Context: an optimization exercise on an open-source flow, tuned for small area, a short achievable clock period and few clock cycles per item. The choices shown serve that exercise and are no tape-out recipe.
No run shown here included a check of the RTL's function; only the layout flow was run.
Power and IR drop assume default switching activity.

**flow/config.mk**
```make
export PLATFORM = sky130hd
export DESIGN_NAME = power_calc
export DESIGN_NICKNAME = power_calc
export VERILOG_FILES = /design/flow/design.v
export SDC_FILE = /design/flow/constraint.sdc
export NUM_CORES = 4
export LEC_CHECK = 0
export CAP_MARGIN = 20
export CORE_MARGIN = 2
export CORE_UTILIZATION = 40
export SLEW_MARGIN = 20
```
**flow/constraint.sdc**
```tcl
create_clock -name core_clock -period 10.0 [get_ports {clk}]
set_input_delay 2.0000 -clock core_clock [delete_from_list [all_inputs] [get_ports {clk}]]
set_output_delay 2.0000 -clock core_clock [all_outputs]
set_load 0.01 [all_outputs]
```
**flow/design.v**
```verilog
module power_calc (
    input  logic        clk,
    input  logic        rst,
    input  logic        in_valid,
    input  logic [19:0] in_data_1,
    input  logic [2:0]  in_data_2,
    output logic        busy,
    output logic        out_valid,
    output logic [59:0] out_data
);
    logic [19:0] b_r;        
    logic [9:0]  a_r;        
    logic [19:0] cs_r;       
    logic [19:0] cc_r;       
    logic [2:0]  j_r;        
    logic [2:0]  rem_r;      
    logic        act_r;      
    logic        first_r;    
    logic        small_r;    
    logic        kzero_r;    
    logic        gate_r;     
    logic        stall_r;    
    logic [9:0]  ls_r;       
    logic [9:0]  lc_r;       
    logic        co_r;       
    logic        cv_r;       
    logic [2:0]  cj_r;       
    logic        clast_r;    
    logic        cfin_r;     
    logic [59:0] acc_r;      
    logic        ov_r;
    logic [29:0] ts, tc;     
    logic [10:0] lo;         
    logic [19:0] hi;         
    logic        last;
    logic        hi_zero;
    logic        run;
    logic        fin;
    logic        take;
    logic [59:0] view;       
    logic [9:0]  a_nxt;      
    logic [9:0]  a_base;     
    logic        a_lo;       
    logic        a_hi;       
    logic        a_en;
    power_calc_csa u_csa (
        .a  (a_r),
        .b  (b_r),
        .cs (gate_r ? cs_r : 20'd0),
        .cc (gate_r ? cc_r : 20'd0),
        .s  (ts),
        .c  (tc)
    );
    logic [11:0] lo_x;
    logic [19:0] hi0;                
    logic [20:0] hi1_x;              
    logic [9:0]  fwd_hi;
    assign lo_x   = {1'b0, ls_r, co_r} + {1'b0, lc_r, co_r};
    assign lo     = lo_x[11:1];
    assign hi0    = cs_r + cc_r;
    assign hi1_x  = {cs_r, 1'b1} + {cc_r, 1'b1};
    assign hi     = lo[10] ? hi1_x[20:1] : hi0;
    assign fwd_hi = hi[9:0];
    always_comb begin
        view = acc_r;
        if (cv_r) begin
            for (int i = 0; i < 6; i++) begin
                if (cj_r != 3'd0 && i == int'(cj_r) - 1) view[10*i +: 10] = lo[9:0];
                if (clast_r && i == int'(cj_r))           view[10*i +: 10] = hi[9:0];
                if (clast_r && i == int'(cj_r) + 1)       view[10*i +: 10] = hi[19:10];
                if (clast_r && i > int'(cj_r) + 1)        view[10*i +: 10] = 10'd0;
            end
        end
    end
    always_comb begin
        case (j_r)
            3'd1:    hi_zero = ~|acc_r[59:20];
            3'd2:    hi_zero = ~|acc_r[59:30];
            3'd3:    hi_zero = ~|acc_r[59:40];
            default: hi_zero = 1'b1;
        endcase
        if (first_r) begin
            a_nxt = b_r[19:10];
        end else begin
            case (j_r)
                3'd0:    a_nxt = acc_r[19:10];
                3'd1:    a_nxt = acc_r[29:20];
                3'd2:    a_nxt = acc_r[39:30];
                default: a_nxt = acc_r[49:40];
            endcase
        end
    end
    always_comb begin
        a_lo   = 1'b0;
        a_hi   = 1'b0;
        a_en   = 1'b0;
        a_base = a_nxt;
        if (take) begin
            a_en   = 1'b1;
            a_base = in_data_1[9:0];
        end else if (stall_r) begin
            a_en = 1'b1;
            a_lo = (cj_r == 3'd1);
            a_hi = (cj_r == 3'd0);
        end else if (run) begin
            a_en = 1'b1;
            if (last) begin
                a_base = acc_r[9:0];
                a_lo   = cv_r & (cj_r == 3'd1);
            end else begin
                a_lo   = cv_r & ~first_r & (j_r == 3'd0) & (cj_r == 3'd2);
            end
        end
    end
    assign last = (j_r == 3'd0) ? ~|b_r[19:10] : (first_r | hi_zero);
    assign run  = act_r & ~stall_r & ~small_r;
    assign fin  = act_r & ~stall_r & (small_r | (last & (rem_r == 3'd1)));
    assign busy = act_r & ~fin;
    assign take = in_valid & ~busy;
    always_ff @(posedge clk) begin
        if (rst) begin
            act_r   <= 1'b0;
            stall_r <= 1'b0;
            cv_r    <= 1'b0;
            co_r    <= 1'b0;
            ov_r    <= 1'b0;
        end else begin
            ov_r    <= cv_r & cfin_r;
            cv_r    <= act_r & ~stall_r;
            stall_r <= run & last & (rem_r != 3'd1) & (j_r[2:1] == 2'd0);
            if (cv_r) co_r <= ~clast_r & lo[10];
            if (fin) act_r <= 1'b0;
            if (take) act_r <= 1'b1;
        end
    end
    always_ff @(posedge clk) begin
        if (cv_r) acc_r <= view;
        if (a_en) a_r <= a_lo ? lo[9:0] : (a_hi ? fwd_hi : a_base);
        if (act_r && !stall_r && small_r) begin
            cs_r    <= kzero_r ? 20'd1024 : b_r;
            cc_r    <= 20'd0;
            ls_r    <= 10'd0;
            lc_r    <= 10'd0;
            cj_r    <= 3'd0;
            clast_r <= 1'b1;
            cfin_r  <= 1'b1;
        end
        if (run) begin
            ls_r    <= ts[9:0];
            lc_r    <= tc[9:0];
            cs_r    <= ts[29:10];
            cc_r    <= tc[29:10];
            cj_r    <= j_r;
            clast_r <= last;
            cfin_r  <= last & (rem_r == 3'd1);
            if (!last) begin
                j_r    <= j_r + 3'd1;
                gate_r <= 1'b1;
            end else begin
                j_r     <= 3'd0;
                gate_r  <= 1'b0;
                rem_r   <= rem_r - 3'd1;
                first_r <= 1'b0;
            end
        end
        if (take) begin
            b_r     <= in_data_1;
            j_r     <= 3'd0;
            gate_r  <= 1'b0;
            first_r <= 1'b1;
            small_r <= in_data_2 < 3'd2;
            kzero_r <= in_data_2 == 3'd0;
            rem_r   <= (in_data_2 > 3'd5) ? 3'd4 : in_data_2 - 3'd1;
        end
    end
    assign out_valid = ov_r;
    assign out_data  = acc_r;
endmodule
module power_calc_csa (
    input  logic [9:0]  a,
    input  logic [19:0] b,
    input  logic [19:0] cs,
    input  logic [19:0] cc,
    output logic [29:0] s,
    output logic [29:0] c
);
    logic w1;
    logic w2;
    logic w3;
    logic w4;
    logic w5;
    logic w6;
    logic w7;
    logic w8;
    logic w9;
    logic w10;
    logic w11;
    logic w12;
    logic w13;
    logic w14;
    logic w15;
    logic w16;
    logic w17;
    logic w18;
    logic w19;
    logic w20;
    logic w21;
    logic w22;
    logic w23;
    logic w24;
    logic w25;
    logic w26;
    logic w27;
    logic w28;
    logic w29;
    logic w30;
    logic w31;
    logic w32;
    logic w33;
    logic w34;
    logic w35;
    logic w36;
    logic w37;
    logic w38;
    logic w39;
    logic w40;
    logic w41;
    logic w42;
    logic w43;
    logic w44;
    logic w45;
    logic w46;
    logic w47;
    logic w48;
    logic w49;
    logic w50;
    logic w51;
    logic w52;
    logic w53;
    logic w54;
    logic w55;
    logic w56;
    logic w57;
    logic w58;
    logic w59;
    logic w60;
    logic w61;
    logic w62;
    logic w63;
    logic w64;
    logic w65;
    logic w66;
    logic w67;
    logic w68;
    logic w69;
    logic w70;
    logic w71;
    logic w72;
    logic w73;
    logic w74;
    logic w75;
    logic w76;
    logic w77;
    logic w78;
    logic w79;
    logic w80;
    logic w81;
    logic w82;
    logic w83;
    logic w84;
    logic w85;
    logic w86;
    logic w87;
    logic w88;
    logic w89;
    logic w90;
    logic w91;
    logic w92;
    logic w93;
    logic w94;
    logic w95;
    logic w96;
    logic w97;
    logic w98;
    logic w99;
    logic w100;
    logic w101;
    logic w102;
    logic w103;
    logic w104;
    logic w105;
    logic w106;
    logic w107;
    logic w108;
    logic w109;
    logic w110;
    logic w111;
    logic w112;
    logic w113;
    logic w114;
    logic w115;
    logic w116;
    logic w117;
    logic w118;
    logic w119;
    logic w120;
    logic w121;
    logic w122;
    logic w123;
    logic w124;
    logic w125;
    logic w126;
    logic w127;
    logic w128;
    logic w129;
    logic w130;
    logic w131;
    logic w132;
    logic w133;
    logic w134;
    logic w135;
    logic w136;
    logic w137;
    logic w138;
    logic w139;
    logic w140;
    logic w141;
    logic w142;
    logic w143;
    logic w144;
    logic w145;
    logic w146;
    logic w147;
    logic w148;
    logic w149;
    logic w150;
    logic w151;
    logic w152;
    logic w153;
    logic w154;
    logic w155;
    logic w156;
    logic w157;
    logic w158;
    logic w159;
    logic w160;
    logic w161;
    logic w162;
    logic w163;
    logic w164;
    logic w165;
    logic w166;
    logic w167;
    logic w168;
    logic w169;
    logic w170;
    logic w171;
    logic w172;
    logic w173;
    logic w174;
    logic w175;
    logic w176;
    logic w177;
    logic w178;
    logic w179;
    logic w180;
    logic w181;
    logic w182;
    logic w183;
    logic w184;
    logic w185;
    logic w186;
    logic w187;
    logic w188;
    logic w189;
    logic w190;
    logic w191;
    logic w192;
    logic w193;
    logic w194;
    logic w195;
    logic w196;
    logic w197;
    logic w198;
    logic w199;
    logic w200;
    logic w201;
    logic w202;
    logic w203;
    logic w204;
    logic w205;
    logic w206;
    logic w207;
    logic w208;
    logic w209;
    logic w210;
    logic w211;
    logic w212;
    logic w213;
    logic w214;
    logic w215;
    logic w216;
    logic w217;
    logic w218;
    logic w219;
    logic w220;
    logic w221;
    logic w222;
    logic w223;
    logic w224;
    logic w225;
    logic w226;
    logic w227;
    logic w228;
    logic w229;
    logic w230;
    logic w231;
    logic w232;
    logic w233;
    logic w234;
    logic w235;
    logic w236;
    logic w237;
    logic w238;
    logic w239;
    logic w240;
    logic w241;
    logic w242;
    logic w243;
    logic w244;
    logic w245;
    logic w246;
    logic w247;
    logic w248;
    logic w249;
    logic w250;
    logic w251;
    logic w252;
    logic w253;
    logic w254;
    logic w255;
    logic w256;
    logic w257;
    logic w258;
    logic w259;
    logic w260;
    logic w261;
    logic w262;
    logic w263;
    logic w264;
    logic w265;
    logic w266;
    logic w267;
    logic w268;
    logic w269;
    logic w270;
    logic w271;
    logic w272;
    logic w273;
    logic w274;
    logic w275;
    logic w276;
    logic w277;
    logic w278;
    logic w279;
    logic w280;
    logic w281;
    logic w282;
    logic w283;
    logic w284;
    logic w285;
    logic w286;
    logic w287;
    logic w288;
    logic w289;
    logic w290;
    logic w291;
    logic w292;
    logic w293;
    logic w294;
    logic w295;
    logic w296;
    logic w297;
    logic w298;
    logic w299;
    logic w300;
    logic w301;
    logic w302;
    logic w303;
    logic w304;
    logic w305;
    logic w306;
    logic w307;
    logic w308;
    logic w309;
    logic w310;
    logic w311;
    logic w312;
    logic w313;
    logic w314;
    logic w315;
    logic w316;
    logic w317;
    logic w318;
    logic w319;
    logic w320;
    logic w321;
    logic w322;
    logic w323;
    logic w324;
    logic w325;
    logic w326;
    logic w327;
    logic w328;
    logic w329;
    logic w330;
    logic w331;
    logic w332;
    logic w333;
    logic w334;
    logic w335;
    logic w336;
    logic w337;
    logic w338;
    logic w339;
    logic w340;
    logic w341;
    logic w342;
    logic w343;
    logic w344;
    logic w345;
    logic w346;
    logic w347;
    logic w348;
    logic w349;
    logic w350;
    logic w351;
    logic w352;
    logic w353;
    logic w354;
    logic w355;
    logic w356;
    logic w357;
    logic w358;
    logic w359;
    logic w360;
    logic w361;
    logic w362;
    logic w363;
    logic w364;
    logic w365;
    logic w366;
    logic w367;
    logic w368;
    logic w369;
    logic w370;
    logic w371;
    logic w372;
    logic w373;
    logic w374;
    logic w375;
    logic w376;
    logic w377;
    logic w378;
    logic w379;
    logic w380;
    logic w381;
    logic w382;
    logic w383;
    logic w384;
    logic w385;
    logic w386;
    logic w387;
    logic w388;
    logic w389;
    logic w390;
    logic w391;
    logic w392;
    logic w393;
    logic w394;
    logic w395;
    logic w396;
    logic w397;
    logic w398;
    logic w399;
    logic w400;
    assign w1 = cs[7] ^ cc[7];
    assign w2 = cs[7] & cc[7];
    assign w3 = cs[8] ^ cc[8] ^ (a[0] & b[8]);
    assign w4 = (cs[8] & cc[8]) | (cs[8] & (a[0] & b[8])) | (cc[8] & (a[0] & b[8]));
    assign w5 = (a[1] & b[7]) ^ (a[2] & b[6]);
    assign w6 = (a[1] & b[7]) & (a[2] & b[6]);
    assign w7 = cs[9] ^ cc[9] ^ (a[0] & b[9]);
    assign w8 = (cs[9] & cc[9]) | (cs[9] & (a[0] & b[9])) | (cc[9] & (a[0] & b[9]));
    assign w9 = (a[1] & b[8]) ^ (a[2] & b[7]) ^ (a[3] & b[6]);
    assign w10 = ((a[1] & b[8]) & (a[2] & b[7])) | ((a[1] & b[8]) & (a[3] & b[6])) | ((a[2] & b[7]) & (a[3] & b[6]));
    assign w11 = (a[4] & b[5]) ^ (a[5] & b[4]);
    assign w12 = (a[4] & b[5]) & (a[5] & b[4]);
    assign w13 = cs[10] ^ cc[10] ^ (a[0] & b[10]);
    assign w14 = (cs[10] & cc[10]) | (cs[10] & (a[0] & b[10])) | (cc[10] & (a[0] & b[10]));
    assign w15 = (a[1] & b[9]) ^ (a[2] & b[8]) ^ (a[3] & b[7]);
    assign w16 = ((a[1] & b[9]) & (a[2] & b[8])) | ((a[1] & b[9]) & (a[3] & b[7])) | ((a[2] & b[8]) & (a[3] & b[7]));
    assign w17 = (a[4] & b[6]) ^ (a[5] & b[5]) ^ (a[6] & b[4]);
    assign w18 = ((a[4] & b[6]) & (a[5] & b[5])) | ((a[4] & b[6]) & (a[6] & b[4])) | ((a[5] & b[5]) & (a[6] & b[4]));
    assign w19 = cs[11] ^ cc[11] ^ (a[0] & b[11]);
    assign w20 = (cs[11] & cc[11]) | (cs[11] & (a[0] & b[11])) | (cc[11] & (a[0] & b[11]));
    assign w21 = (a[1] & b[10]) ^ (a[2] & b[9]) ^ (a[3] & b[8]);
    assign w22 = ((a[1] & b[10]) & (a[2] & b[9])) | ((a[1] & b[10]) & (a[3] & b[8])) | ((a[2] & b[9]) & (a[3] & b[8]));
    assign w23 = (a[4] & b[7]) ^ (a[5] & b[6]) ^ (a[6] & b[5]);
    assign w24 = ((a[4] & b[7]) & (a[5] & b[6])) | ((a[4] & b[7]) & (a[6] & b[5])) | ((a[5] & b[6]) & (a[6] & b[5]));
    assign w25 = cs[12] ^ cc[12] ^ (a[0] & b[12]);
    assign w26 = (cs[12] & cc[12]) | (cs[12] & (a[0] & b[12])) | (cc[12] & (a[0] & b[12]));
    assign w27 = (a[1] & b[11]) ^ (a[2] & b[10]) ^ (a[3] & b[9]);
    assign w28 = ((a[1] & b[11]) & (a[2] & b[10])) | ((a[1] & b[11]) & (a[3] & b[9])) | ((a[2] & b[10]) & (a[3] & b[9]));
    assign w29 = (a[4] & b[8]) ^ (a[5] & b[7]) ^ (a[6] & b[6]);
    assign w30 = ((a[4] & b[8]) & (a[5] & b[7])) | ((a[4] & b[8]) & (a[6] & b[6])) | ((a[5] & b[7]) & (a[6] & b[6]));
    assign w31 = cs[13] ^ cc[13] ^ (a[0] & b[13]);
    assign w32 = (cs[13] & cc[13]) | (cs[13] & (a[0] & b[13])) | (cc[13] & (a[0] & b[13]));
    assign w33 = (a[1] & b[12]) ^ (a[2] & b[11]) ^ (a[3] & b[10]);
    assign w34 = ((a[1] & b[12]) & (a[2] & b[11])) | ((a[1] & b[12]) & (a[3] & b[10])) | ((a[2] & b[11]) & (a[3] & b[10]));
    assign w35 = (a[4] & b[9]) ^ (a[5] & b[8]) ^ (a[6] & b[7]);
    assign w36 = ((a[4] & b[9]) & (a[5] & b[8])) | ((a[4] & b[9]) & (a[6] & b[7])) | ((a[5] & b[8]) & (a[6] & b[7]));
    assign w37 = cs[14] ^ cc[14] ^ (a[0] & b[14]);
    assign w38 = (cs[14] & cc[14]) | (cs[14] & (a[0] & b[14])) | (cc[14] & (a[0] & b[14]));
    assign w39 = (a[1] & b[13]) ^ (a[2] & b[12]) ^ (a[3] & b[11]);
    assign w40 = ((a[1] & b[13]) & (a[2] & b[12])) | ((a[1] & b[13]) & (a[3] & b[11])) | ((a[2] & b[12]) & (a[3] & b[11]));
    assign w41 = (a[4] & b[10]) ^ (a[5] & b[9]) ^ (a[6] & b[8]);
    assign w42 = ((a[4] & b[10]) & (a[5] & b[9])) | ((a[4] & b[10]) & (a[6] & b[8])) | ((a[5] & b[9]) & (a[6] & b[8]));
    assign w43 = cs[15] ^ cc[15] ^ (a[0] & b[15]);
    assign w44 = (cs[15] & cc[15]) | (cs[15] & (a[0] & b[15])) | (cc[15] & (a[0] & b[15]));
    assign w45 = (a[1] & b[14]) ^ (a[2] & b[13]) ^ (a[3] & b[12]);
    assign w46 = ((a[1] & b[14]) & (a[2] & b[13])) | ((a[1] & b[14]) & (a[3] & b[12])) | ((a[2] & b[13]) & (a[3] & b[12]));
    assign w47 = (a[4] & b[11]) ^ (a[5] & b[10]) ^ (a[6] & b[9]);
    assign w48 = ((a[4] & b[11]) & (a[5] & b[10])) | ((a[4] & b[11]) & (a[6] & b[9])) | ((a[5] & b[10]) & (a[6] & b[9]));
    assign w49 = cs[16] ^ cc[16] ^ (a[0] & b[16]);
    assign w50 = (cs[16] & cc[16]) | (cs[16] & (a[0] & b[16])) | (cc[16] & (a[0] & b[16]));
    assign w51 = (a[1] & b[15]) ^ (a[2] & b[14]) ^ (a[3] & b[13]);
    assign w52 = ((a[1] & b[15]) & (a[2] & b[14])) | ((a[1] & b[15]) & (a[3] & b[13])) | ((a[2] & b[14]) & (a[3] & b[13]));
    assign w53 = (a[4] & b[12]) ^ (a[5] & b[11]) ^ (a[6] & b[10]);
    assign w54 = ((a[4] & b[12]) & (a[5] & b[11])) | ((a[4] & b[12]) & (a[6] & b[10])) | ((a[5] & b[11]) & (a[6] & b[10]));
    assign w55 = cs[17] ^ cc[17] ^ (a[0] & b[17]);
    assign w56 = (cs[17] & cc[17]) | (cs[17] & (a[0] & b[17])) | (cc[17] & (a[0] & b[17]));
    assign w57 = (a[1] & b[16]) ^ (a[2] & b[15]) ^ (a[3] & b[14]);
    assign w58 = ((a[1] & b[16]) & (a[2] & b[15])) | ((a[1] & b[16]) & (a[3] & b[14])) | ((a[2] & b[15]) & (a[3] & b[14]));
    assign w59 = (a[4] & b[13]) ^ (a[5] & b[12]) ^ (a[6] & b[11]);
    assign w60 = ((a[4] & b[13]) & (a[5] & b[12])) | ((a[4] & b[13]) & (a[6] & b[11])) | ((a[5] & b[12]) & (a[6] & b[11]));
    assign w61 = cs[18] ^ cc[18] ^ (a[0] & b[18]);
    assign w62 = (cs[18] & cc[18]) | (cs[18] & (a[0] & b[18])) | (cc[18] & (a[0] & b[18]));
    assign w63 = (a[1] & b[17]) ^ (a[2] & b[16]) ^ (a[3] & b[15]);
    assign w64 = ((a[1] & b[17]) & (a[2] & b[16])) | ((a[1] & b[17]) & (a[3] & b[15])) | ((a[2] & b[16]) & (a[3] & b[15]));
    assign w65 = (a[4] & b[14]) ^ (a[5] & b[13]) ^ (a[6] & b[12]);
    assign w66 = ((a[4] & b[14]) & (a[5] & b[13])) | ((a[4] & b[14]) & (a[6] & b[12])) | ((a[5] & b[13]) & (a[6] & b[12]));
    assign w67 = cs[19] ^ cc[19] ^ (a[0] & b[19]);
    assign w68 = (cs[19] & cc[19]) | (cs[19] & (a[0] & b[19])) | (cc[19] & (a[0] & b[19]));
    assign w69 = (a[1] & b[18]) ^ (a[2] & b[17]) ^ (a[3] & b[16]);
    assign w70 = ((a[1] & b[18]) & (a[2] & b[17])) | ((a[1] & b[18]) & (a[3] & b[16])) | ((a[2] & b[17]) & (a[3] & b[16]));
    assign w71 = (a[4] & b[15]) ^ (a[5] & b[14]) ^ (a[6] & b[13]);
    assign w72 = ((a[4] & b[15]) & (a[5] & b[14])) | ((a[4] & b[15]) & (a[6] & b[13])) | ((a[5] & b[14]) & (a[6] & b[13]));
    assign w73 = (a[1] & b[19]) ^ (a[2] & b[18]) ^ (a[3] & b[17]);
    assign w74 = ((a[1] & b[19]) & (a[2] & b[18])) | ((a[1] & b[19]) & (a[3] & b[17])) | ((a[2] & b[18]) & (a[3] & b[17]));
    assign w75 = (a[4] & b[16]) ^ (a[5] & b[15]);
    assign w76 = (a[4] & b[16]) & (a[5] & b[15]);
    assign w77 = (a[2] & b[19]) ^ (a[3] & b[18]);
    assign w78 = (a[2] & b[19]) & (a[3] & b[18]);
    assign w79 = cs[4] ^ cc[4];
    assign w80 = cs[4] & cc[4];
    assign w81 = cs[5] ^ cc[5] ^ (a[0] & b[5]);
    assign w82 = (cs[5] & cc[5]) | (cs[5] & (a[0] & b[5])) | (cc[5] & (a[0] & b[5]));
    assign w83 = (a[1] & b[4]) ^ (a[2] & b[3]);
    assign w84 = (a[1] & b[4]) & (a[2] & b[3]);
    assign w85 = cs[6] ^ cc[6] ^ (a[0] & b[6]);
    assign w86 = (cs[6] & cc[6]) | (cs[6] & (a[0] & b[6])) | (cc[6] & (a[0] & b[6]));
    assign w87 = (a[1] & b[5]) ^ (a[2] & b[4]) ^ (a[3] & b[3]);
    assign w88 = ((a[1] & b[5]) & (a[2] & b[4])) | ((a[1] & b[5]) & (a[3] & b[3])) | ((a[2] & b[4]) & (a[3] & b[3]));
    assign w89 = (a[4] & b[2]) ^ (a[5] & b[1]);
    assign w90 = (a[4] & b[2]) & (a[5] & b[1]);
    assign w91 = (a[0] & b[7]) ^ (a[1] & b[6]) ^ (a[2] & b[5]);
    assign w92 = ((a[0] & b[7]) & (a[1] & b[6])) | ((a[0] & b[7]) & (a[2] & b[5])) | ((a[1] & b[6]) & (a[2] & b[5]));
    assign w93 = (a[3] & b[4]) ^ (a[4] & b[3]) ^ (a[5] & b[2]);
    assign w94 = ((a[3] & b[4]) & (a[4] & b[3])) | ((a[3] & b[4]) & (a[5] & b[2])) | ((a[4] & b[3]) & (a[5] & b[2]));
    assign w95 = (a[6] & b[1]) ^ (a[7] & b[0]) ^ w1;
    assign w96 = ((a[6] & b[1]) & (a[7] & b[0])) | ((a[6] & b[1]) & w1) | ((a[7] & b[0]) & w1);
    assign w97 = (a[3] & b[5]) ^ (a[4] & b[4]) ^ (a[5] & b[3]);
    assign w98 = ((a[3] & b[5]) & (a[4] & b[4])) | ((a[3] & b[5]) & (a[5] & b[3])) | ((a[4] & b[4]) & (a[5] & b[3]));
    assign w99 = (a[6] & b[2]) ^ (a[7] & b[1]) ^ (a[8] & b[0]);
    assign w100 = ((a[6] & b[2]) & (a[7] & b[1])) | ((a[6] & b[2]) & (a[8] & b[0])) | ((a[7] & b[1]) & (a[8] & b[0]));
    assign w101 = w2 ^ w5 ^ w3;
    assign w102 = (w2 & w5) | (w2 & w3) | (w5 & w3);
    assign w103 = (a[6] & b[3]) ^ (a[7] & b[2]) ^ (a[8] & b[1]);
    assign w104 = ((a[6] & b[3]) & (a[7] & b[2])) | ((a[6] & b[3]) & (a[8] & b[1])) | ((a[7] & b[2]) & (a[8] & b[1]));
    assign w105 = (a[9] & b[0]) ^ w6 ^ w11;
    assign w106 = ((a[9] & b[0]) & w6) | ((a[9] & b[0]) & w11) | (w6 & w11);
    assign w107 = w4 ^ w7 ^ w9;
    assign w108 = (w4 & w7) | (w4 & w9) | (w7 & w9);
    assign w109 = (a[7] & b[3]) ^ (a[8] & b[2]) ^ (a[9] & b[1]);
    assign w110 = ((a[7] & b[3]) & (a[8] & b[2])) | ((a[7] & b[3]) & (a[9] & b[1])) | ((a[8] & b[2]) & (a[9] & b[1]));
    assign w111 = w12 ^ w8 ^ w10;
    assign w112 = (w12 & w8) | (w12 & w10) | (w8 & w10);
    assign w113 = w13 ^ w15 ^ w17;
    assign w114 = (w13 & w15) | (w13 & w17) | (w15 & w17);
    assign w115 = (a[7] & b[4]) ^ (a[8] & b[3]) ^ (a[9] & b[2]);
    assign w116 = ((a[7] & b[4]) & (a[8] & b[3])) | ((a[7] & b[4]) & (a[9] & b[2])) | ((a[8] & b[3]) & (a[9] & b[2]));
    assign w117 = w14 ^ w16 ^ w18;
    assign w118 = (w14 & w16) | (w14 & w18) | (w16 & w18);
    assign w119 = w19 ^ w21 ^ w23;
    assign w120 = (w19 & w21) | (w19 & w23) | (w21 & w23);
    assign w121 = (a[7] & b[5]) ^ (a[8] & b[4]) ^ (a[9] & b[3]);
    assign w122 = ((a[7] & b[5]) & (a[8] & b[4])) | ((a[7] & b[5]) & (a[9] & b[3])) | ((a[8] & b[4]) & (a[9] & b[3]));
    assign w123 = w20 ^ w22 ^ w24;
    assign w124 = (w20 & w22) | (w20 & w24) | (w22 & w24);
    assign w125 = w25 ^ w27 ^ w29;
    assign w126 = (w25 & w27) | (w25 & w29) | (w27 & w29);
    assign w127 = (a[7] & b[6]) ^ (a[8] & b[5]) ^ (a[9] & b[4]);
    assign w128 = ((a[7] & b[6]) & (a[8] & b[5])) | ((a[7] & b[6]) & (a[9] & b[4])) | ((a[8] & b[5]) & (a[9] & b[4]));
    assign w129 = w26 ^ w28 ^ w30;
    assign w130 = (w26 & w28) | (w26 & w30) | (w28 & w30);
    assign w131 = w31 ^ w33 ^ w35;
    assign w132 = (w31 & w33) | (w31 & w35) | (w33 & w35);
    assign w133 = (a[7] & b[7]) ^ (a[8] & b[6]) ^ (a[9] & b[5]);
    assign w134 = ((a[7] & b[7]) & (a[8] & b[6])) | ((a[7] & b[7]) & (a[9] & b[5])) | ((a[8] & b[6]) & (a[9] & b[5]));
    assign w135 = w32 ^ w34 ^ w36;
    assign w136 = (w32 & w34) | (w32 & w36) | (w34 & w36);
    assign w137 = w37 ^ w39 ^ w41;
    assign w138 = (w37 & w39) | (w37 & w41) | (w39 & w41);
    assign w139 = (a[7] & b[8]) ^ (a[8] & b[7]) ^ (a[9] & b[6]);
    assign w140 = ((a[7] & b[8]) & (a[8] & b[7])) | ((a[7] & b[8]) & (a[9] & b[6])) | ((a[8] & b[7]) & (a[9] & b[6]));
    assign w141 = w38 ^ w40 ^ w42;
    assign w142 = (w38 & w40) | (w38 & w42) | (w40 & w42);
    assign w143 = w43 ^ w45 ^ w47;
    assign w144 = (w43 & w45) | (w43 & w47) | (w45 & w47);
    assign w145 = (a[7] & b[9]) ^ (a[8] & b[8]) ^ (a[9] & b[7]);
    assign w146 = ((a[7] & b[9]) & (a[8] & b[8])) | ((a[7] & b[9]) & (a[9] & b[7])) | ((a[8] & b[8]) & (a[9] & b[7]));
    assign w147 = w44 ^ w46 ^ w48;
    assign w148 = (w44 & w46) | (w44 & w48) | (w46 & w48);
    assign w149 = w49 ^ w51 ^ w53;
    assign w150 = (w49 & w51) | (w49 & w53) | (w51 & w53);
    assign w151 = (a[7] & b[10]) ^ (a[8] & b[9]) ^ (a[9] & b[8]);
    assign w152 = ((a[7] & b[10]) & (a[8] & b[9])) | ((a[7] & b[10]) & (a[9] & b[8])) | ((a[8] & b[9]) & (a[9] & b[8]));
    assign w153 = w50 ^ w52 ^ w54;
    assign w154 = (w50 & w52) | (w50 & w54) | (w52 & w54);
    assign w155 = w55 ^ w57 ^ w59;
    assign w156 = (w55 & w57) | (w55 & w59) | (w57 & w59);
    assign w157 = (a[7] & b[11]) ^ (a[8] & b[10]) ^ (a[9] & b[9]);
    assign w158 = ((a[7] & b[11]) & (a[8] & b[10])) | ((a[7] & b[11]) & (a[9] & b[9])) | ((a[8] & b[10]) & (a[9] & b[9]));
    assign w159 = w56 ^ w58 ^ w60;
    assign w160 = (w56 & w58) | (w56 & w60) | (w58 & w60);
    assign w161 = w61 ^ w63 ^ w65;
    assign w162 = (w61 & w63) | (w61 & w65) | (w63 & w65);
    assign w163 = (a[7] & b[12]) ^ (a[8] & b[11]) ^ (a[9] & b[10]);
    assign w164 = ((a[7] & b[12]) & (a[8] & b[11])) | ((a[7] & b[12]) & (a[9] & b[10])) | ((a[8] & b[11]) & (a[9] & b[10]));
    assign w165 = w62 ^ w64 ^ w66;
    assign w166 = (w62 & w64) | (w62 & w66) | (w64 & w66);
    assign w167 = w67 ^ w69 ^ w71;
    assign w168 = (w67 & w69) | (w67 & w71) | (w69 & w71);
    assign w169 = (a[6] & b[14]) ^ (a[7] & b[13]) ^ (a[8] & b[12]);
    assign w170 = ((a[6] & b[14]) & (a[7] & b[13])) | ((a[6] & b[14]) & (a[8] & b[12])) | ((a[7] & b[13]) & (a[8] & b[12]));
    assign w171 = (a[9] & b[11]) ^ w75 ^ w68;
    assign w172 = ((a[9] & b[11]) & w75) | ((a[9] & b[11]) & w68) | (w75 & w68);
    assign w173 = w70 ^ w72 ^ w73;
    assign w174 = (w70 & w72) | (w70 & w73) | (w72 & w73);
    assign w175 = (a[4] & b[17]) ^ (a[5] & b[16]) ^ (a[6] & b[15]);
    assign w176 = ((a[4] & b[17]) & (a[5] & b[16])) | ((a[4] & b[17]) & (a[6] & b[15])) | ((a[5] & b[16]) & (a[6] & b[15]));
    assign w177 = (a[7] & b[14]) ^ (a[8] & b[13]) ^ (a[9] & b[12]);
    assign w178 = ((a[7] & b[14]) & (a[8] & b[13])) | ((a[7] & b[14]) & (a[9] & b[12])) | ((a[8] & b[13]) & (a[9] & b[12]));
    assign w179 = w76 ^ w77 ^ w74;
    assign w180 = (w76 & w77) | (w76 & w74) | (w77 & w74);
    assign w181 = (a[3] & b[19]) ^ (a[4] & b[18]) ^ (a[5] & b[17]);
    assign w182 = ((a[3] & b[19]) & (a[4] & b[18])) | ((a[3] & b[19]) & (a[5] & b[17])) | ((a[4] & b[18]) & (a[5] & b[17]));
    assign w183 = (a[6] & b[16]) ^ (a[7] & b[15]) ^ (a[8] & b[14]);
    assign w184 = ((a[6] & b[16]) & (a[7] & b[15])) | ((a[6] & b[16]) & (a[8] & b[14])) | ((a[7] & b[15]) & (a[8] & b[14]));
    assign w185 = (a[9] & b[13]) ^ w78;
    assign w186 = (a[9] & b[13]) & w78;
    assign w187 = (a[4] & b[19]) ^ (a[5] & b[18]) ^ (a[6] & b[17]);
    assign w188 = ((a[4] & b[19]) & (a[5] & b[18])) | ((a[4] & b[19]) & (a[6] & b[17])) | ((a[5] & b[18]) & (a[6] & b[17]));
    assign w189 = (a[7] & b[16]) ^ (a[8] & b[15]);
    assign w190 = (a[7] & b[16]) & (a[8] & b[15]);
    assign w191 = (a[5] & b[19]) ^ (a[6] & b[18]);
    assign w192 = (a[5] & b[19]) & (a[6] & b[18]);
    assign w193 = cs[2] ^ cc[2];
    assign w194 = cs[2] & cc[2];
    assign w195 = cs[3] ^ cc[3] ^ (a[0] & b[3]);
    assign w196 = (cs[3] & cc[3]) | (cs[3] & (a[0] & b[3])) | (cc[3] & (a[0] & b[3]));
    assign w197 = (a[1] & b[2]) ^ (a[2] & b[1]);
    assign w198 = (a[1] & b[2]) & (a[2] & b[1]);
    assign w199 = (a[0] & b[4]) ^ (a[1] & b[3]) ^ (a[2] & b[2]);
    assign w200 = ((a[0] & b[4]) & (a[1] & b[3])) | ((a[0] & b[4]) & (a[2] & b[2])) | ((a[1] & b[3]) & (a[2] & b[2]));
    assign w201 = (a[3] & b[1]) ^ (a[4] & b[0]) ^ w79;
    assign w202 = ((a[3] & b[1]) & (a[4] & b[0])) | ((a[3] & b[1]) & w79) | ((a[4] & b[0]) & w79);
    assign w203 = (a[3] & b[2]) ^ (a[4] & b[1]) ^ (a[5] & b[0]);
    assign w204 = ((a[3] & b[2]) & (a[4] & b[1])) | ((a[3] & b[2]) & (a[5] & b[0])) | ((a[4] & b[1]) & (a[5] & b[0]));
    assign w205 = w80 ^ w83 ^ w81;
    assign w206 = (w80 & w83) | (w80 & w81) | (w83 & w81);
    assign w207 = (a[6] & b[0]) ^ w84 ^ w89;
    assign w208 = ((a[6] & b[0]) & w84) | ((a[6] & b[0]) & w89) | (w84 & w89);
    assign w209 = w82 ^ w85 ^ w87;
    assign w210 = (w82 & w85) | (w82 & w87) | (w85 & w87);
    assign w211 = w90 ^ w86 ^ w88;
    assign w212 = (w90 & w86) | (w90 & w88) | (w86 & w88);
    assign w213 = w91 ^ w93 ^ w95;
    assign w214 = (w91 & w93) | (w91 & w95) | (w93 & w95);
    assign w215 = w92 ^ w94 ^ w96;
    assign w216 = (w92 & w94) | (w92 & w96) | (w94 & w96);
    assign w217 = w97 ^ w99 ^ w101;
    assign w218 = (w97 & w99) | (w97 & w101) | (w99 & w101);
    assign w219 = w98 ^ w100 ^ w103;
    assign w220 = (w98 & w100) | (w98 & w103) | (w100 & w103);
    assign w221 = w105 ^ w102 ^ w107;
    assign w222 = (w105 & w102) | (w105 & w107) | (w102 & w107);
    assign w223 = w104 ^ w109 ^ w106;
    assign w224 = (w104 & w109) | (w104 & w106) | (w109 & w106);
    assign w225 = w108 ^ w111 ^ w113;
    assign w226 = (w108 & w111) | (w108 & w113) | (w111 & w113);
    assign w227 = w110 ^ w115 ^ w112;
    assign w228 = (w110 & w115) | (w110 & w112) | (w115 & w112);
    assign w229 = w114 ^ w117 ^ w119;
    assign w230 = (w114 & w117) | (w114 & w119) | (w117 & w119);
    assign w231 = w116 ^ w121 ^ w118;
    assign w232 = (w116 & w121) | (w116 & w118) | (w121 & w118);
    assign w233 = w120 ^ w123 ^ w125;
    assign w234 = (w120 & w123) | (w120 & w125) | (w123 & w125);
    assign w235 = w122 ^ w127 ^ w124;
    assign w236 = (w122 & w127) | (w122 & w124) | (w127 & w124);
    assign w237 = w126 ^ w129 ^ w131;
    assign w238 = (w126 & w129) | (w126 & w131) | (w129 & w131);
    assign w239 = w128 ^ w133 ^ w130;
    assign w240 = (w128 & w133) | (w128 & w130) | (w133 & w130);
    assign w241 = w132 ^ w135 ^ w137;
    assign w242 = (w132 & w135) | (w132 & w137) | (w135 & w137);
    assign w243 = w134 ^ w139 ^ w136;
    assign w244 = (w134 & w139) | (w134 & w136) | (w139 & w136);
    assign w245 = w138 ^ w141 ^ w143;
    assign w246 = (w138 & w141) | (w138 & w143) | (w141 & w143);
    assign w247 = w140 ^ w145 ^ w142;
    assign w248 = (w140 & w145) | (w140 & w142) | (w145 & w142);
    assign w249 = w144 ^ w147 ^ w149;
    assign w250 = (w144 & w147) | (w144 & w149) | (w147 & w149);
    assign w251 = w146 ^ w151 ^ w148;
    assign w252 = (w146 & w151) | (w146 & w148) | (w151 & w148);
    assign w253 = w150 ^ w153 ^ w155;
    assign w254 = (w150 & w153) | (w150 & w155) | (w153 & w155);
    assign w255 = w152 ^ w157 ^ w154;
    assign w256 = (w152 & w157) | (w152 & w154) | (w157 & w154);
    assign w257 = w156 ^ w159 ^ w161;
    assign w258 = (w156 & w159) | (w156 & w161) | (w159 & w161);
    assign w259 = w158 ^ w163 ^ w160;
    assign w260 = (w158 & w163) | (w158 & w160) | (w163 & w160);
    assign w261 = w162 ^ w165 ^ w167;
    assign w262 = (w162 & w165) | (w162 & w167) | (w165 & w167);
    assign w263 = w164 ^ w169 ^ w166;
    assign w264 = (w164 & w169) | (w164 & w166) | (w169 & w166);
    assign w265 = w168 ^ w171 ^ w173;
    assign w266 = (w168 & w171) | (w168 & w173) | (w171 & w173);
    assign w267 = w170 ^ w175 ^ w177;
    assign w268 = (w170 & w175) | (w170 & w177) | (w175 & w177);
    assign w269 = w172 ^ w174 ^ w179;
    assign w270 = (w172 & w174) | (w172 & w179) | (w174 & w179);
    assign w271 = w176 ^ w178 ^ w181;
    assign w272 = (w176 & w178) | (w176 & w181) | (w178 & w181);
    assign w273 = w183 ^ w185 ^ w180;
    assign w274 = (w183 & w185) | (w183 & w180) | (w185 & w180);
    assign w275 = (a[9] & b[14]) ^ w189 ^ w182;
    assign w276 = ((a[9] & b[14]) & w189) | ((a[9] & b[14]) & w182) | (w189 & w182);
    assign w277 = w184 ^ w186 ^ w187;
    assign w278 = (w184 & w186) | (w184 & w187) | (w186 & w187);
    assign w279 = (a[7] & b[17]) ^ (a[8] & b[16]) ^ (a[9] & b[15]);
    assign w280 = ((a[7] & b[17]) & (a[8] & b[16])) | ((a[7] & b[17]) & (a[9] & b[15])) | ((a[8] & b[16]) & (a[9] & b[15]));
    assign w281 = w190 ^ w191 ^ w188;
    assign w282 = (w190 & w191) | (w190 & w188) | (w191 & w188);
    assign w283 = (a[6] & b[19]) ^ (a[7] & b[18]) ^ (a[8] & b[17]);
    assign w284 = ((a[6] & b[19]) & (a[7] & b[18])) | ((a[6] & b[19]) & (a[8] & b[17])) | ((a[7] & b[18]) & (a[8] & b[17]));
    assign w285 = (a[9] & b[16]) ^ w192;
    assign w286 = (a[9] & b[16]) & w192;
    assign w287 = (a[7] & b[19]) ^ (a[8] & b[18]);
    assign w288 = (a[7] & b[19]) & (a[8] & b[18]);
    assign w289 = cs[1] ^ cc[1];
    assign w290 = cs[1] & cc[1];
    assign w291 = (a[0] & b[2]) ^ (a[1] & b[1]) ^ (a[2] & b[0]);
    assign w292 = ((a[0] & b[2]) & (a[1] & b[1])) | ((a[0] & b[2]) & (a[2] & b[0])) | ((a[1] & b[1]) & (a[2] & b[0]));
    assign w293 = (a[3] & b[0]) ^ w194 ^ w197;
    assign w294 = ((a[3] & b[0]) & w194) | ((a[3] & b[0]) & w197) | (w194 & w197);
    assign w295 = w198 ^ w196 ^ w199;
    assign w296 = (w198 & w196) | (w198 & w199) | (w196 & w199);
    assign w297 = w200 ^ w202 ^ w203;
    assign w298 = (w200 & w202) | (w200 & w203) | (w202 & w203);
    assign w299 = w204 ^ w207 ^ w206;
    assign w300 = (w204 & w207) | (w204 & w206) | (w207 & w206);
    assign w301 = w208 ^ w210 ^ w211;
    assign w302 = (w208 & w210) | (w208 & w211) | (w210 & w211);
    assign w303 = w212 ^ w214 ^ w215;
    assign w304 = (w212 & w214) | (w212 & w215) | (w214 & w215);
    assign w305 = w216 ^ w219 ^ w218;
    assign w306 = (w216 & w219) | (w216 & w218) | (w219 & w218);
    assign w307 = w220 ^ w223 ^ w222;
    assign w308 = (w220 & w223) | (w220 & w222) | (w223 & w222);
    assign w309 = w224 ^ w227 ^ w226;
    assign w310 = (w224 & w227) | (w224 & w226) | (w227 & w226);
    assign w311 = w228 ^ w231 ^ w230;
    assign w312 = (w228 & w231) | (w228 & w230) | (w231 & w230);
    assign w313 = w232 ^ w235 ^ w234;
    assign w314 = (w232 & w235) | (w232 & w234) | (w235 & w234);
    assign w315 = w236 ^ w239 ^ w238;
    assign w316 = (w236 & w239) | (w236 & w238) | (w239 & w238);
    assign w317 = w240 ^ w243 ^ w242;
    assign w318 = (w240 & w243) | (w240 & w242) | (w243 & w242);
    assign w319 = w244 ^ w247 ^ w246;
    assign w320 = (w244 & w247) | (w244 & w246) | (w247 & w246);
    assign w321 = w248 ^ w251 ^ w250;
    assign w322 = (w248 & w251) | (w248 & w250) | (w251 & w250);
    assign w323 = w252 ^ w255 ^ w254;
    assign w324 = (w252 & w255) | (w252 & w254) | (w255 & w254);
    assign w325 = w256 ^ w259 ^ w258;
    assign w326 = (w256 & w259) | (w256 & w258) | (w259 & w258);
    assign w327 = w260 ^ w263 ^ w262;
    assign w328 = (w260 & w263) | (w260 & w262) | (w263 & w262);
    assign w329 = w267 ^ w264 ^ w266;
    assign w330 = (w267 & w264) | (w267 & w266) | (w264 & w266);
    assign w331 = w268 ^ w271 ^ w270;
    assign w332 = (w268 & w271) | (w268 & w270) | (w271 & w270);
    assign w333 = w272 ^ w275 ^ w277;
    assign w334 = (w272 & w275) | (w272 & w277) | (w275 & w277);
    assign w335 = w279 ^ w276 ^ w278;
    assign w336 = (w279 & w276) | (w279 & w278) | (w276 & w278);
    assign w337 = w280 ^ w283 ^ w285;
    assign w338 = (w280 & w283) | (w280 & w285) | (w283 & w285);
    assign w339 = (a[9] & b[17]) ^ w287 ^ w284;
    assign w340 = ((a[9] & b[17]) & w287) | ((a[9] & b[17]) & w284) | (w287 & w284);
    assign w341 = (a[8] & b[19]) ^ (a[9] & b[18]);
    assign w342 = (a[8] & b[19]) & (a[9] & b[18]);
    assign w343 = cs[0] ^ cc[0];
    assign w344 = cs[0] & cc[0];
    assign w345 = (a[0] & b[1]) ^ (a[1] & b[0]) ^ w289;
    assign w346 = ((a[0] & b[1]) & (a[1] & b[0])) | ((a[0] & b[1]) & w289) | ((a[1] & b[0]) & w289);
    assign w347 = w290 ^ w193 ^ w291;
    assign w348 = (w290 & w193) | (w290 & w291) | (w193 & w291);
    assign w349 = w292 ^ w195 ^ w293;
    assign w350 = (w292 & w195) | (w292 & w293) | (w195 & w293);
    assign w351 = w201 ^ w294 ^ w295;
    assign w352 = (w201 & w294) | (w201 & w295) | (w294 & w295);
    assign w353 = w296 ^ w297 ^ w205;
    assign w354 = (w296 & w297) | (w296 & w205) | (w297 & w205);
    assign w355 = w298 ^ w209 ^ w299;
    assign w356 = (w298 & w209) | (w298 & w299) | (w209 & w299);
    assign w357 = w213 ^ w300 ^ w301;
    assign w358 = (w213 & w300) | (w213 & w301) | (w300 & w301);
    assign w359 = w302 ^ w303 ^ w217;
    assign w360 = (w302 & w303) | (w302 & w217) | (w303 & w217);
    assign w361 = w304 ^ w221 ^ w305;
    assign w362 = (w304 & w221) | (w304 & w305) | (w221 & w305);
    assign w363 = w225 ^ w306 ^ w307;
    assign w364 = (w225 & w306) | (w225 & w307) | (w306 & w307);
    assign w365 = w229 ^ w308 ^ w309;
    assign w366 = (w229 & w308) | (w229 & w309) | (w308 & w309);
    assign w367 = w233 ^ w310 ^ w311;
    assign w368 = (w233 & w310) | (w233 & w311) | (w310 & w311);
    assign w369 = w237 ^ w312 ^ w313;
    assign w370 = (w237 & w312) | (w237 & w313) | (w312 & w313);
    assign w371 = w241 ^ w314 ^ w315;
    assign w372 = (w241 & w314) | (w241 & w315) | (w314 & w315);
    assign w373 = w245 ^ w316 ^ w317;
    assign w374 = (w245 & w316) | (w245 & w317) | (w316 & w317);
    assign w375 = w249 ^ w318 ^ w319;
    assign w376 = (w249 & w318) | (w249 & w319) | (w318 & w319);
    assign w377 = w253 ^ w320 ^ w321;
    assign w378 = (w253 & w320) | (w253 & w321) | (w320 & w321);
    assign w379 = w257 ^ w322 ^ w323;
    assign w380 = (w257 & w322) | (w257 & w323) | (w322 & w323);
    assign w381 = w261 ^ w324 ^ w325;
    assign w382 = (w261 & w324) | (w261 & w325) | (w324 & w325);
    assign w383 = w265 ^ w326 ^ w327;
    assign w384 = (w265 & w326) | (w265 & w327) | (w326 & w327);
    assign w385 = w269 ^ w328 ^ w329;
    assign w386 = (w269 & w328) | (w269 & w329) | (w328 & w329);
    assign w387 = w273 ^ w330 ^ w331;
    assign w388 = (w273 & w330) | (w273 & w331) | (w330 & w331);
    assign w389 = w274 ^ w333 ^ w332;
    assign w390 = (w274 & w333) | (w274 & w332) | (w333 & w332);
    assign w391 = w281 ^ w334 ^ w335;
    assign w392 = (w281 & w334) | (w281 & w335) | (w334 & w335);
    assign w393 = w282 ^ w337 ^ w336;
    assign w394 = (w282 & w337) | (w282 & w336) | (w337 & w336);
    assign w395 = w286 ^ w339 ^ w338;
    assign w396 = (w286 & w339) | (w286 & w338) | (w339 & w338);
    assign w397 = w288 ^ w341 ^ w340;
    assign w398 = (w288 & w341) | (w288 & w340) | (w341 & w340);
    assign w399 = (a[9] & b[19]) ^ w342;
    assign w400 = (a[9] & b[19]) & w342;
    assign s[0] = (a[0] & b[0]);
    assign c[0] = w343;
    assign s[1] = w344;
    assign c[1] = w345;
    assign s[2] = w346;
    assign c[2] = w347;
    assign s[3] = w348;
    assign c[3] = w349;
    assign s[4] = w350;
    assign c[4] = w351;
    assign s[5] = w352;
    assign c[5] = w353;
    assign s[6] = w354;
    assign c[6] = w355;
    assign s[7] = w356;
    assign c[7] = w357;
    assign s[8] = w358;
    assign c[8] = w359;
    assign s[9] = w360;
    assign c[9] = w361;
    assign s[10] = w362;
    assign c[10] = w363;
    assign s[11] = w364;
    assign c[11] = w365;
    assign s[12] = w366;
    assign c[12] = w367;
    assign s[13] = w368;
    assign c[13] = w369;
    assign s[14] = w370;
    assign c[14] = w371;
    assign s[15] = w372;
    assign c[15] = w373;
    assign s[16] = w374;
    assign c[16] = w375;
    assign s[17] = w376;
    assign c[17] = w377;
    assign s[18] = w378;
    assign c[18] = w379;
    assign s[19] = w380;
    assign c[19] = w381;
    assign s[20] = w382;
    assign c[20] = w383;
    assign s[21] = w384;
    assign c[21] = w385;
    assign s[22] = w386;
    assign c[22] = w387;
    assign s[23] = w388;
    assign c[23] = w389;
    assign s[24] = w391;
    assign c[24] = w390;
    assign s[25] = w392;
    assign c[25] = w393;
    assign s[26] = w395;
    assign c[26] = w394;
    assign s[27] = w397;
    assign c[27] = w396;
    assign s[28] = w399;
    assign c[28] = w398;
    assign s[29] = w400;
    assign c[29] = 1'b0;
endmodule
```
**flow/flow/run.sh**
```bash
#!/bin/bash
# Standard layout, but with timing repair aiming past the 5 ns margin cap of config.mk.
set -euo pipefail
bash standard.sh SETUP_SLACK_MARGIN=6 finish > standard_flow.log 2>&1
```
**flow/standard.sh**
```bash
#!/bin/bash
# synth_recipe.tcl (not shown) runs the flow's synth.tcl, then flattens the netlist and writes it again
# the make line also repeats each setting of config.mk as NAME=value (left out here)
make -C /OpenROAD-flow-scripts/flow DESIGN_CONFIG=/design/flow/config.mk WORK_HOME=/design/flow/orfs CLKGATE_MAP_FILE= SYNTH_SCRIPT=/design/flow/synth_recipe.tcl "${@:-finish}"
```
==> impl_results.md, run 1 <==
- Fmax: 0.216 GHz
- Post-route cell area: 19100 sq um
- Max cap viols: 0
- Fin crit share: 46.2%
- IO Count: 88
- Post-synth ARST share: 0%
- Worst EP arrival: 4950 ps
- Setup WS post-layout: 5380 ps
- Max Fanout on Critical Path: 4
- Final setup fails: 0
- Hold WC Path Type: reg -> reg
- Synth top area share: 28.6%
- Drc violations: 0
- Reg area: 4980 sq um
- Initial Util: 40.7%
- Dpl ws: 5020 ps
- Synth area leader: edfxtp_1
- Gate Count Post-Synth: 1706
- Post-synth net total: 1983
- Library cells used by synthesis: 87
- Family with the most delay on the worst path: buffers and inverters
- Layout cell share with drive strength beyond 1: 9.31%
- Slew Limit Fails: 0
- Predominant post-synthesis flop cell: edfxtp_1
- Clk root buf: clkbuf_16
- Most frequent cell after synthesis: and2_1
- Longest Clk Path Bufs: 2
- Synth top cells by count: and2_1 (217), inv_1 (200), fa_1 (183)
- I/O Buffers: 87
- Core area: 41000 sq um
- Synth Warn #: 1
- Initial antenna violation count: 4
- Post-synth EDFFs: 159
- WL/cell: 23.9 um
- Global Route Usage Sum: 25.5%
- Placed Area: 17900 sq um
- Layout area overhead: 14.3%
- #FFs+latches synth: 169
- CP Launch Type: register
- Status: timing/DRC/antenna clean
- CP bufs+invs: 25
- Post-DP HPWL: 40400 um
- RSZ-0062 raised after global routing: true
- Multi-input combinational cell area: 10800 sq um
- # clock sinks: 169
- Syn Area/Cell: 9.79 sq um
- Total congestion overflow: 0
- CTS Hold Buffers Added: 0
- Worst vdd ir: 108 uV
- Most common cell on crit path: buf_6
- H-tree depth: 4
- CTS Buf Count: 17
- Leakage power: 7.89 nW
- Total Wirelength: 55000 um
- Worst slew margin: 14.8%
- Crit path largest cell delay: 490 ps
- Worst skew pair latency: 460 ps
- Crit end category: register
- First-pass GRT wire length: 82700 um
- Rows: 74
- Period minus WS final: 4620 ps
- Vias: 13100
- Vias in the first global route: 13400
- Setup TNS: 0 ps
- Sequential fraction of the synthesis area: 29.8%
- Largest net degree at the start of global routing: 83
- Slew @ Worst Pin: 1280 ps
- Crit Path Class: reg -> reg
- Nets: 2037
- TritonCTS clock tree: yes
- Worst path required time: 10330 ps
- Antenna viol nets, final: 0
- Placer Congestion: 0.955
- Post-Syn Area: 16700 sq um
- # diodes: 0
- Die H: 208 um
- Reg clk slew, reported paths: 80 ps
- Clk_skew: 16.0 ps
- Die W: 208 um
- Placed cells: 2229
- # fillers: 3870
- Final Hold Violating Endpoints: 0
- Final std cells w/o fill: 2305
- Detailed Routing Iterations Pass 1: 5
- CP max stage cell: nor4b_4
- Min Hold Slack: 490 ps
- Die ar.: 43400 sq um
- Power Dens Cells: 193 nW/um^2
- Via/cell ratio: 5.68
- DR iter-0 viols: 1221
- Top cells by area, synth: edfxtp_1 (29%), fa_1 (22%), and2_1 (8.1%), ha_1 (5.1%), inv_1 (4.5%)
[sequential cells by signal, summed over array words and instances, names as in the netlist, 3 cells and up]
signal and flops:
cc_r 19, acc_r 60, ls_r 10, lc_r 10, rem_r 3, b_r 20, a_r 10, j_r 3
cj_r 3, cs_r 20
[cell usage in the layout (no fill, tap or decap), types with 13 or more instances in the layout]
master / count
nor2_1: 98
and2_1: 217
mux2_2: 18
o21ai_0: 76
edfxtp_1: 159
nor3_1: 13
clkdlybuf4s50_1: 86
nand3_1: 18
a211oi_1: 26
nand2_1: 134
nand2b_1: 26
buf_6: 31
mux2i_1: 27
fa_1: 183
a21oi_1: 83
inv_1: 197
clkbuf_16: 17
ha_1: 66
buf_4: 18
a21o_1: 23
[kinds of logic after synthesis]
group	count (synthesis)	synth area share, %
xor+xnor	26	1.50
buf+inv	304	6.90
compound gates	330	13.4
mux	50	3.23
simple gates	576	18.1
flops	169	29.8
fa+ha+maj	251	27.0
[path summary, 6_finish.rpt]
path                            startpoint  endpoint  slack [ps]  cells after the start
worst max-delay path             acc_r[48]    j_r[1]        5380                     32
worst min-delay path                  cv_r      ov_r         490                      2
worst max register to register   acc_r[48]    j_r[1]        5380                     32
worst min register to register        cv_r      ov_r         490                      2
[layout make-up]
cell class / count / area share [%]
flip-flops and latches: 169 / 26.1
inverters: 202 / 3.97
clock inverters: 13 / 0.603
repair buffers: 136 / 7.07
multi-input cells: 1234 / 56.5
well taps: 532 / 3.49
clock buffers: 19 / 2.27
[stage by stage]
step | total power (W) | utilization, %
floorplan | 0.00223 | -
global placement | 0.00294 | 43.7
detailed placement | 0.00295 | 43.7
CTS | 0.00363 | 45.8
global route | 0.00397 | 46.6
finish | 0.00368 | 46.6
[where the power goes]
part	leakage [nW]	switching, W	internal, W
Sequential	1.59	0.0000970	0.000881
Combinational	6.04	0.00125	0.000797
Clock	0.261	0.000328	0.000325
[layer usage]
| layer | track usage (%) | routed length (um) | vias to the layer above |
|---|---|---|---|
| met3 | 5.00 | 4710 | 106 |
| met4 | 7.86 | 1680 | 6 |
| li1 | - | - | 5818 |
| met1 | 35.0 | 23300 | 6567 |
| met5 | 0 | 50 | - |
| met2 | 40.8 | 25200 | 601 |
[what timing repair did]
item	CTS	global route
setup buffers	30	12
pin swaps	10	9
resized for setup	34	32
gates cloned	0	1
setup endpoints to repair	43	51
[tightest hold or removal path, cell delays in order (launching register included)]
cell and delay (ps):
dfxtp_1 320, nand2_1 80, nor2_1 50
==> inputs of run 2 (changes only) <==
--- a/flow/design.v
+++ b/flow/design.v
@@ -20,6 +20,8 @@
     logic        kzero_r;    
     logic        gate_r;     
     logic        stall_r;    
+    logic        bsmall_r;   
+    logic [2:0]  nlast_r;    
     logic [9:0]  ls_r;       
     logic [9:0]  lc_r;       
     logic        co_r;       
@@ -33,7 +35,6 @@
     logic [10:0] lo;         
     logic [19:0] hi;         
     logic        last;
-    logic        hi_zero;
     logic        run;
     logic        fin;
     logic        take;
@@ -73,12 +74,6 @@
         end
     end
     always_comb begin
-        case (j_r)
-            3'd1:    hi_zero = ~|acc_r[59:20];
-            3'd2:    hi_zero = ~|acc_r[59:30];
-            3'd3:    hi_zero = ~|acc_r[59:40];
-            default: hi_zero = 1'b1;
-        endcase
         if (first_r) begin
             a_nxt = b_r[19:10];
         end else begin
@@ -95,10 +90,7 @@
         a_hi   = 1'b0;
         a_en   = 1'b0;
         a_base = a_nxt;
-        if (take) begin
-            a_en   = 1'b1;
-            a_base = in_data_1[9:0];
-        end else if (stall_r) begin
+        if (stall_r) begin
             a_en = 1'b1;
             a_lo = (cj_r == 3'd1);
             a_hi = (cj_r == 3'd0);
@@ -112,7 +104,7 @@
             end
         end
     end
-    assign last = (j_r == 3'd0) ? ~|b_r[19:10] : (first_r | hi_zero);
+    assign last = (j_r == 3'd0) ? bsmall_r : (first_r | (j_r == nlast_r));
     assign run  = act_r & ~stall_r & ~small_r;
     assign fin  = act_r & ~stall_r & (small_r | (last & (rem_r == 3'd1)));
     assign busy = act_r & ~fin;
@@ -135,7 +127,8 @@
     end
     always_ff @(posedge clk) begin
         if (cv_r) acc_r <= view;
-        if (a_en) a_r <= a_lo ? lo[9:0] : (a_hi ? fwd_hi : a_base);
+        if (cv_r && clast_r) nlast_r <= cj_r + {2'd0, |hi[19:10]};
+        if (a_en || take) a_r <= take ? in_data_1[9:0] : (a_lo ? lo[9:0] : (a_hi ? fwd_hi : a_base));
         if (act_r && !stall_r && small_r) begin
             cs_r    <= kzero_r ? 20'd1024 : b_r;
             cc_r    <= 20'd0;
@@ -165,6 +158,7 @@
         end
         if (take) begin
             b_r     <= in_data_1;
+            bsmall_r <= ~|in_data_1[19:10];
             j_r     <= 3'd0;
             gate_r  <= 1'b0;
             first_r <= 1'b1;
==> flow/flow/run.sh (replaced) <==
#!/bin/bash
# Standard layout, but with timing repair aiming past the 5 ns margin cap of config.mk.
set -euo pipefail
bash standard.sh SETUP_SLACK_MARGIN=5.7 finish > standard_flow.log 2>&1
==> run 2 against run 1 <==
  * Still clean on timing, DRC and antenna
  * Total power decreased by 8.8%
  * Cell count decreased by 2.0%
  * Register-to-register slack improved by 480 ps
  * Global-route usage down 2.5 points
  * Largest cell class unchanged
  * Largest power group unchanged
==> impl_results.md, run 2 <==
- Synth Warn #: 1 (unchanged)
- CP max stage cell: dfxtp_4
- Final std cells w/o fill: 2259 (-2.0%)
- Reg clk slew, reported paths: 70 ps (about the same)
- H-tree depth: 4 (unchanged)
- Layout area overhead: 10.8%
- Longest Clk Path Bufs: 2 (unchanged)
- Post-synth ARST share: 0% (unchanged)
- RSZ-0062 raised after global routing: true
- Slew @ Worst Pin: 1260 ps (-14.7 ps)
- Final Hold Violating Endpoints: 0 (unchanged)
- Worst skew pair latency: 440 ps (-20 ps)
- Crit path largest cell delay: 380 ps (-110 ps)
- CTS Hold Buffers Added: 0 (unchanged)
- Gate Count Post-Synth: 1706 (unchanged)
- Rows: 74 (unchanged)
- Layout cell share with drive strength beyond 1: 6.25% (-3.1 points)
- Top cells by area, synth: edfxtp_1 (29%), fa_1 (22%), and2_1 (8.2%), ha_1 (5.2%), inv_1 (4.5%)
- Setup TNS: 0 ps (unchanged)
- Worst path required time: 8000 ps (-2330 ps)
- Internal: 0.00189 W (-5.9%)
- Clk network pwr share: 18.8% (+1.0 points)
- Synth top area share: 29.2% (+0.64 points)
- DR iter-0 viols: 1327 (+8.7%)
- Global Route Usage Sum: 23.0% (-2.5 points)
- Nets: 1993 (-2.2%)
- Drc violations: 0 (unchanged)
- Initial Util: 40.8% (about the same)
- Synth top cells by count: and2_1 (220), inv_1 (201), fa_1 (183)
- Total Wirelength: 49800 um (-9.4%)
- Vias: 12800 (-2.6%)
- Post-DP HPWL: 37400 um (-7.5%)
- Max cap viols: 0 (unchanged)
- CP Launch Type: register
- Sw frac: 43.8% (-1.8 points)
- Commonest non-fill, non-tap cell in the layout: and2_1
- Vias in the first global route: 12700 (-5.4%)
- Largest Register: acc_r
- I/O Buffers: 87 (unchanged)
- Synth area leader: edfxtp_1
- CTS Buf Count: 17 (unchanged)
- Placed cells: 2226 (-0.13%)
- #FFs+latches synth: 173 (+2.4%)
- Crit end category: output port
- Fmax: 0.238 GHz (+10%)
- # diodes: 0 (unchanged)
- Detailed Routing Iterations Pass 1: 9 (+4)
- Status: timing/DRC/antenna clean
- Sequential fraction of the synthesis area: 30.4% (+0.63 points)
- # clock sinks: 173 (+2.4%)
- Worst EP arrival: 2190 ps (-2760 ps)
- Post-synth EDFFs: 163 (+2.5%)
- Power share of the sequential group: 29.6% (+3.0 points)
- Post-synth net total: 1984 (+0.050%)
- WL/cell: 22.1 um (-7.6%)
- Commonest cells after routing, fill and taps aside: and2_1 (220), inv_1 (200), fa_1 (183), nand2_1 (171), edfxtp_1 (163)
- Initial antenna violation count: 2 (-2)
- IO Count: 88 (unchanged)
- Fin crit share: 41.9% (-4.3 points)
- Post-Syn Area: 16800 sq um (+0.28%)
- Worst-path cell chain: inv_1 > ha_1 > nor2b_4 > a311oi_4 > nor2_2 > a21oi_2 > o21ai_2 > inv_1 > clkdlybuf4s15_1
- Die H: 209 um (+0.14%)
- Hold-critical path depth: 2 (unchanged)
- Die ar.: 43500 sq um (+0.27%)
- Slew Limit Fails: 0 (unchanged)
- Syn Area/Cell: 9.82 sq um (+0.28%)
- Core area: 41100 sq um (+0.23%)
- Worst vdd ir: 156 uV (+44%)
- Via/cell ratio: 5.65 (-0.58%)
- Gate power share: 51.6% (-4.1 points)
- Max Fanout on Critical Path: 6 (+2)
- Hold WC Path Type: reg -> reg
- Die W: 209 um (+0.14%)
- Most common cell on crit path: inv_1
- Largest net degree at the start of global routing: 85 (+2.4%)
- Power Dens Cells: 181 nW/um^2 (-6.3%)
- Leakage power: 7.61 nW (-3.6%)
- Antenna viol nets, final: 0 (unchanged)
- Largest register FFs: 60 (unchanged)
- Crit Path Class: reg -> out
- TritonCTS clock tree: yes
- Final setup fails: 0 (unchanged)
- Net Sw Power: 0.00147 W (-12%)
- Clk_skew: 16.6 ps (+0.551 ps)
- Total congestion overflow: 0 (unchanged)
- Final core occ: 45.2% (-1.4 points)
- Clk root buf: clkbuf_16
- First-pass GRT wire length: 76500 um (-7.5%)
- Top flop regs: acc_r x60, b_r x20, cs_r x20
- Most frequent cell after synthesis: and2_1
- Worst slew margin: 15.2% (+0.37 points)
- Period minus WS final: 4190 ps (-425 ps)
- R2R cell count: 12 (-63%)
- Predominant post-synthesis flop cell: edfxtp_1
- Placer Congestion: 0.944 (-1.1%)
- Library cells used by synthesis: 75 (-14%)
-- run 2: timing repair --
action	in CTS	in global routing
gates resized for setup	8	6
pin swaps	1	1
hold endpoints to repair	0	0
setup buffers	2	0
endpoints found under the setup margin	11	2
-- run 2: power groups by stage --
| stage | combinational, W | sequential (W) | clock [W] |
|---|---|---|---|
| after floorplan | 0.00124 | 0.000934 | 0 |
| after global placement | 0.00170 | 0.00101 | 0 |
| after detailed placement | 0.00172 | 0.00101 | 0 |
| after CTS | 0.00173 | 0.000992 | 0.000632 |
| after global routing | 0.00195 | 0.00100 | 0.000660 |
| final | 0.00173 | 0.000993 | 0.000630 |
-- run 2: cell families after synthesis --
group / synth area share [%]
xor gates and xnor gates: 1.62
DFF: 30.4
AOI/OAI and AO/OA: 14.1
and+or+nand+nor: 18.5
buffers and inverters: 7.07
adders and majority gates: 27.0
muxes: 1.22
-- run 2: metal layers --
layer  global-route usage [%]  share of wire, %
met1                     32.7                44
met3                     3.20               6.8
met2                     37.6                48
met5                        0                 0
met4                     5.15               1.6
-- run 2: final cells by class --
class | count | area, sq um
fillers | 3946 | 22500
multi-input cells | 1221 | 10600
flip-flops and latches | 173 | 5100
repair buffers | 99 | 961
inverters | 203 | 762
well taps | 532 | 666
clock buffers | 18 | 429
clock inverters | 13 | 93.8
-- run 2: stage by stage --
step | instance area (sq um) | total power [W] | hold slack (ps) | setup slack [ps]
floorplan | 16800 | 0.00217 | 431 | 6320
global placement | 18000 | 0.00270 | 468 | 5190
detailed placement | 18000 | 0.00272 | 469 | 5100
CTS | 18500 | 0.00335 | 486 | 5780
global route | 18600 | 0.00362 | 542 | 5680
finish | 18600 | 0.00335 | 481 | 5810
-- run 2: final timing paths --
path,slack [ps],end,start
worst min register to register,480,ov_r,cfin_r
worst min-delay path,480,ov_r,cfin_r
worst max-delay path,5810,busy,j_r[0]
worst max register to register,5860,nlast_r[2],ls_r[0]
-- run 2: worst max-delay path: cells and delay by family, from the launching register on --
kind | cells | cell delay (ps)
compound gates | 3 | 550
fa+ha+maj | 1 | 220
buf+inv | 3 | 370
flops | 1 | 380
simple gates | 2 | 240

## port drivers added, routing unchanged
The flow's constraints put no driver on any port. The routed layouts listed below were extracted and timed again, unchanged, in two steps.
Step 1, drivers: a clkbuf_16 drives clk and a buf_2 each remaining input, both assumed.
Step 2 moves the port delays by t, midway between the first and last clock arrival at a register: inputs arrive t later, outputs are due t later. That takes back most of the time a late clock gives input paths.
Three values: no drivers, after step 1, after step 2; two values: the first two.
run | t, ns | setup slack, ns | hold WS [ns] | clock arrival spread, ns
run 1 | 0.504 | 5.380 / 5.340 / 5.380 | 0.490 / 0.490 / 0.490 | 0.017 / 0.017
run 2 | 0.487 | 5.806 / 5.753 / 5.504 | 0.481 / 0.481 / 0.481 | 0.016 / 0.017
After both steps setup and hold are still met in every run listed. For run 2, which loses most, drivers alone change the setup slack by -0.053 ns; drivers and shift together by -0.302 ns.
